Context: an optimization exercise on an open-source flow, tuned for small area and a short achievable clock period. The choices shown serve that exercise and are no tape-out recipe.
Only simulation tests tie the RTL to the original design; equivalence was not proved.
The flow treats the clock pin as an ideal source. Dropping or thinning the clock tree relies on that and would not hold on a real chip.
No activity file was given, so power comes from the tool's default toggle rates.

==> v17: inputs <==
## apb_cordic_regfile
module apb_cordic_regfile #(
    parameter logic [4:0]  RST_XYFRACBASE    = 5'd16,
    parameter logic [4:0]  RST_PHASEFRACBASE = 5'd16,
    parameter logic [31:0] RST_XYBASEONE     = 32'h0001_0000,
    parameter logic [31:0] RST_SCALE_FACTOR  = 32'h0000_9B75
) (
    input  logic          clk,
    input  logic          rst_n,
    input  logic          psel,
    input  logic          penable,
    input  logic          pwrite,
    input  logic [7:0]    paddr,
    input  logic [31:0]   pwdata,
    output logic [31:0]   prdata,
    output logic          pready,
    output logic          pslverr,
    output logic          cordic_start,
    output logic [2:0]    cordic_func,
    output logic [31:0]   a,
    output logic [31:0]   b,
    output logic [31:0]   c,
    output logic [31:0]   d,
    output logic [4:0]    xyfracbase,
    output logic [4:0]    phasefracbase,
    output logic [31:0]   scale_factor,
    output logic [31:0]   xybaseone,
    output logic [1023:0] invtan_flat,
    input  logic [191:0]  res_flat,
    input  logic          write_op,
    output logic          irq
);
export LEC_CHECK = 0
export CAP_MARGIN = 20
export CORE_AREA = 5 5 375 375
export DIE_AREA = 0 0 380 380
export SETUP_SLACK_MARGIN = 2.75
export SLEW_MARGIN = 20
export SYNTH_HIERARCHICAL = 1
create_clock -name core_clock -period 5.0 [get_ports {clk}]
standard.sh (not shown) runs the stock make flow with config.mk's settings and CLKGATE_MAP_FILE= SYNTH_SCRIPT=/design/flow/synth_recipe.tcl, a recipe that flattens the netlist after the stock synthesis.
==> flow/flow/run.sh <==
#!/bin/bash
# Standard ORFS layout with these changes:
#  - after the standard synthesis, the read-mux AOI22 gates are set to their smallest size
#    and its NAND4 gates to the next size up (flow/downsize.tcl);
#  - the port buffers are the smallest plain buffer (buf_1) instead of a delay buffer;
#  - pins may sit one routing track apart, so a smaller die fits all 1499 ports;
#  - the clock tree is built by flow/cts.tcl (two balanced levels of clkbuf_16) instead of
#    TritonCTS, followed by timing repair; ORFS's own steps do everything after it.
set -euo pipefail
RES=orfs/results/${FLOW_PLATFORM}/apb_cordic_regfile/base
VARS=("BUFFER_PORTS_ARGS=-buffer_cell sky130_fd_sc_hd__buf_1"
      "PLACE_PINS_ARGS=-min_distance 1 -min_distance_in_tracks")
bash standard.sh synth > synth.log 2>&1
RESULTS=$RES NAND4=sky130_fd_sc_hd__nand4_2 openroad -no_init -exit flow/downsize.tcl > downsize.log 2>&1
bash standard.sh "${VARS[@]}" place > place.log 2>&1
MK=(make -C "$FLOW_HOME" DESIGN_CONFIG="$PWD/config.mk" WORK_HOME="$PWD/orfs")
export DONT_USE_CELLS="$("${MK[@]}" print-DONT_USE_CELLS | sed -n 's/^DONT_USE_CELLS: //p')"
export SETUP_SLACK_MARGIN="$("${MK[@]}" print-SETUP_SLACK_MARGIN | sed -n 's/^SETUP_SLACK_MARGIN: //p')"
export MATCH_CELL_FOOTPRINT="$("${MK[@]}" print-MATCH_CELL_FOOTPRINT | sed -n 's/^MATCH_CELL_FOOTPRINT: //p')"
export CELL_PAD_IN_SITES_DETAIL_PLACEMENT="$("${MK[@]}" print-CELL_PAD_IN_SITES_DETAIL_PLACEMENT | sed -n 's/^CELL_PAD_IN_SITES_DETAIL_PLACEMENT: //p')"
export PLATFORM_DIR="$FLOW_HOME/platforms/$FLOW_PLATFORM"
export LIB="$PLATFORM_DIR/lib/sky130_fd_sc_hd__tt_025C_1v80.lib"
export NLEAF=80 NROOT=4
RESULTS=$RES openroad -no_init -exit flow/cts.tcl > cts.log 2>&1
bash standard.sh "${VARS[@]}" finish > layout.log 2>&1
Other scripts of this flow, unchanged in this note and not shown: flow/flow/cts.tcl, flow/flow/downsize.tcl
==> inputs of v23, as changes to v17 <==
--- a/flow/design.v
+++ b/flow/design.v
@@ -2460,19 +2460,17 @@
     assign wd_fb = wd[4:0] | (RST_XYFRACBASE & {5{~rst_n}});
     logic [9:0][3:0] en_w;
     generate
         for (gk = 0; gk < 10; gk++) begin : g_enw
             if (gk == 1) begin : g_none
                 assign en_w[gk] = '0;
             end else begin : g_en
-                logic wr_n;
-                rd_nand2 u_wr (.a(acc), .b(wsel_q[gk]), .y(wr_n));
                 for (genvar q = 0; q < 4; q++) begin : g_q
                     if (q == 0 || gk >= 2 && gk != 6 && gk != 7) begin : g_c
-                        rd_nand2 u_en (.a(rst_n), .b(wr_n), .y(en_w[gk][q]));
+                        rd_en u_en (.rst_n(rst_n), .acc(acc), .sel(wsel_q[gk]), .en(en_w[gk][q]));
                     end else begin : g_s
                         assign en_w[gk][q] = en_w[gk][0];
                     end
                 end
             end
         end
     endgenerate
@@ -2489,18 +2487,16 @@
             if (en_w[9][q]) xybaseone[8*q +: 8]    <= wd_xb[8*q +: 8];
         end
     end
     genvar k;
     generate
         for (k = 0; k < 32; k++) begin : g_inv
             logic [3:0] en;
-            logic       wr_n;
-            rd_nand2 u_wr (.a(acc), .b(wsel_q[32 + k]), .y(wr_n));
             for (genvar q = 0; q < 4; q++) begin : g_q
-                rd_nand2 u_en (.a(rst_n), .b(wr_n), .y(en[q]));
+                rd_en u_en (.rst_n(rst_n), .acc(acc), .sel(wsel_q[32 + k]), .en(en[q]));
                 always_ff @(posedge clk) if (en[q]) invtan[k][8*q +: 8] <= wd[8*q +: 8];
             end
             assign invtan_flat[32*k +: 32] = invtan[k];
         end
     endgenerate
     always_ff @(posedge clk) begin
         if (!rst_n) begin
@@ -2551,7 +2547,10 @@
 endmodule
 module rd_nor3 (input logic a, b, c, output logic y);
     assign y = ~(a | b | c);
 endmodule
 module rd_inv (input logic a, output logic y);
     assign y = ~a;
 endmodule
+module rd_en (input logic rst_n, acc, sel, output logic en);
+    assign en = ~rst_n | (acc & sel);
+endmodule
==> comparison <==
- Cell area is about the same in v23 and v17.
- In v23 the wire length is lower than in v17, by about 2.2%.
- Die area is the same in v23 and v17.
- In combinational power, v17 and v23 hardly differ.
- Against v17, the first-iteration DRC count of v23 is smaller by about 7%.
- Between v23 and v17, the lower clock skew is in v17 (gap 0.0065 ns).
- Against v17, the cell count of v23 is smaller by about 1.9%.
- In sequential cell count, v17 and v23 do not differ.
- In power, v23 and v17 hardly differ.
- Of v23 and v17, v17 has the higher synthesized cell count (gap 1.3%, measured against v17).
==> figures <==
quantity                                                                      v17                      v23
Cell count along the critical path                                             10                        1
Fin util                                                                    53.0%                    53.0%
Pin slew with the least headroom to its limit                             1.05 ns                  1.03 ns
Peak clock frequency supported by timing                                0.439 GHz                0.438 GHz
Syn Std Cell Area                                                       56700 µm²                57500 µm²
Area taken by flip-flops and latches                                    45700 µm²                45700 µm²
Placed wire-length estimate after detailed placement                    197000 µm                194000 µm
Startpoint of the worst setup timing path                                paddr[3]  invtan[22][1]$_DFFE_PP_
Total Routing Usage GR                                                      35.9%                    35.0%
Post-placement worst setup slack                                          1.13 ns                  1.25 ns
Total length of routed met2 wires                                       115000 µm                114000 µm
Post-layout net count                                                        5246                     5117
Fillers                                                                     11408                    11352
Final worst setup slack                                                   2.72 ns                  2.71 ns
Outcome                                                            finished clean           finished clean
Fraction of final layout cells with drive strength greater than 1           21.6%                    23.6%
Internal power summed over all cells                                      19.0 mW                  19.1 mW
Leakage power                                                             23.5 nW                  23.0 nW
Final design instance area without fill                                 72000 µm²                72000 µm²
Iteration count of the initial detailed-routing pass                            6                        5
Worst-case reg-to-reg path depth                                                8                        7
In every run of this note, the design's own scripts or RTL, not TritonCTS, make the clock network.

-- static timing again, ports no longer ideal --
The flow's constraints put no driver on any port. The routed layouts listed below were extracted and timed again, unchanged, in two steps. Step 1 sets driving cells, clkbuf_16 on the clock port and buf_2 on the other inputs (assumed; they add their load-dependent delay and slew). Step 2, shift: input delay + t, output delay - t, t = (earliest + latest rising clock arrival at the registers) / 2. This alone moves slack from input paths to output paths. Three values: no drivers, after step 1, after step 2; two values: the first two.
run	t, ns	setup WS [ns]	hold WS [ns]	slew at the worst register clock pin (ns)
v17	0.718	2.724 / 2.562 / 2.053	0.490 / 0.490 / 0.490	0.09 / 0.09
v23	0.718	2.715 / 2.542 / 2.047	0.514 / 0.515 / 0.515	0.09 / 0.09
After both steps setup and hold are still met in every run listed. The setup slack of v17, which loses most, moves by -0.162 ns with the drivers and by -0.671 ns with both steps.
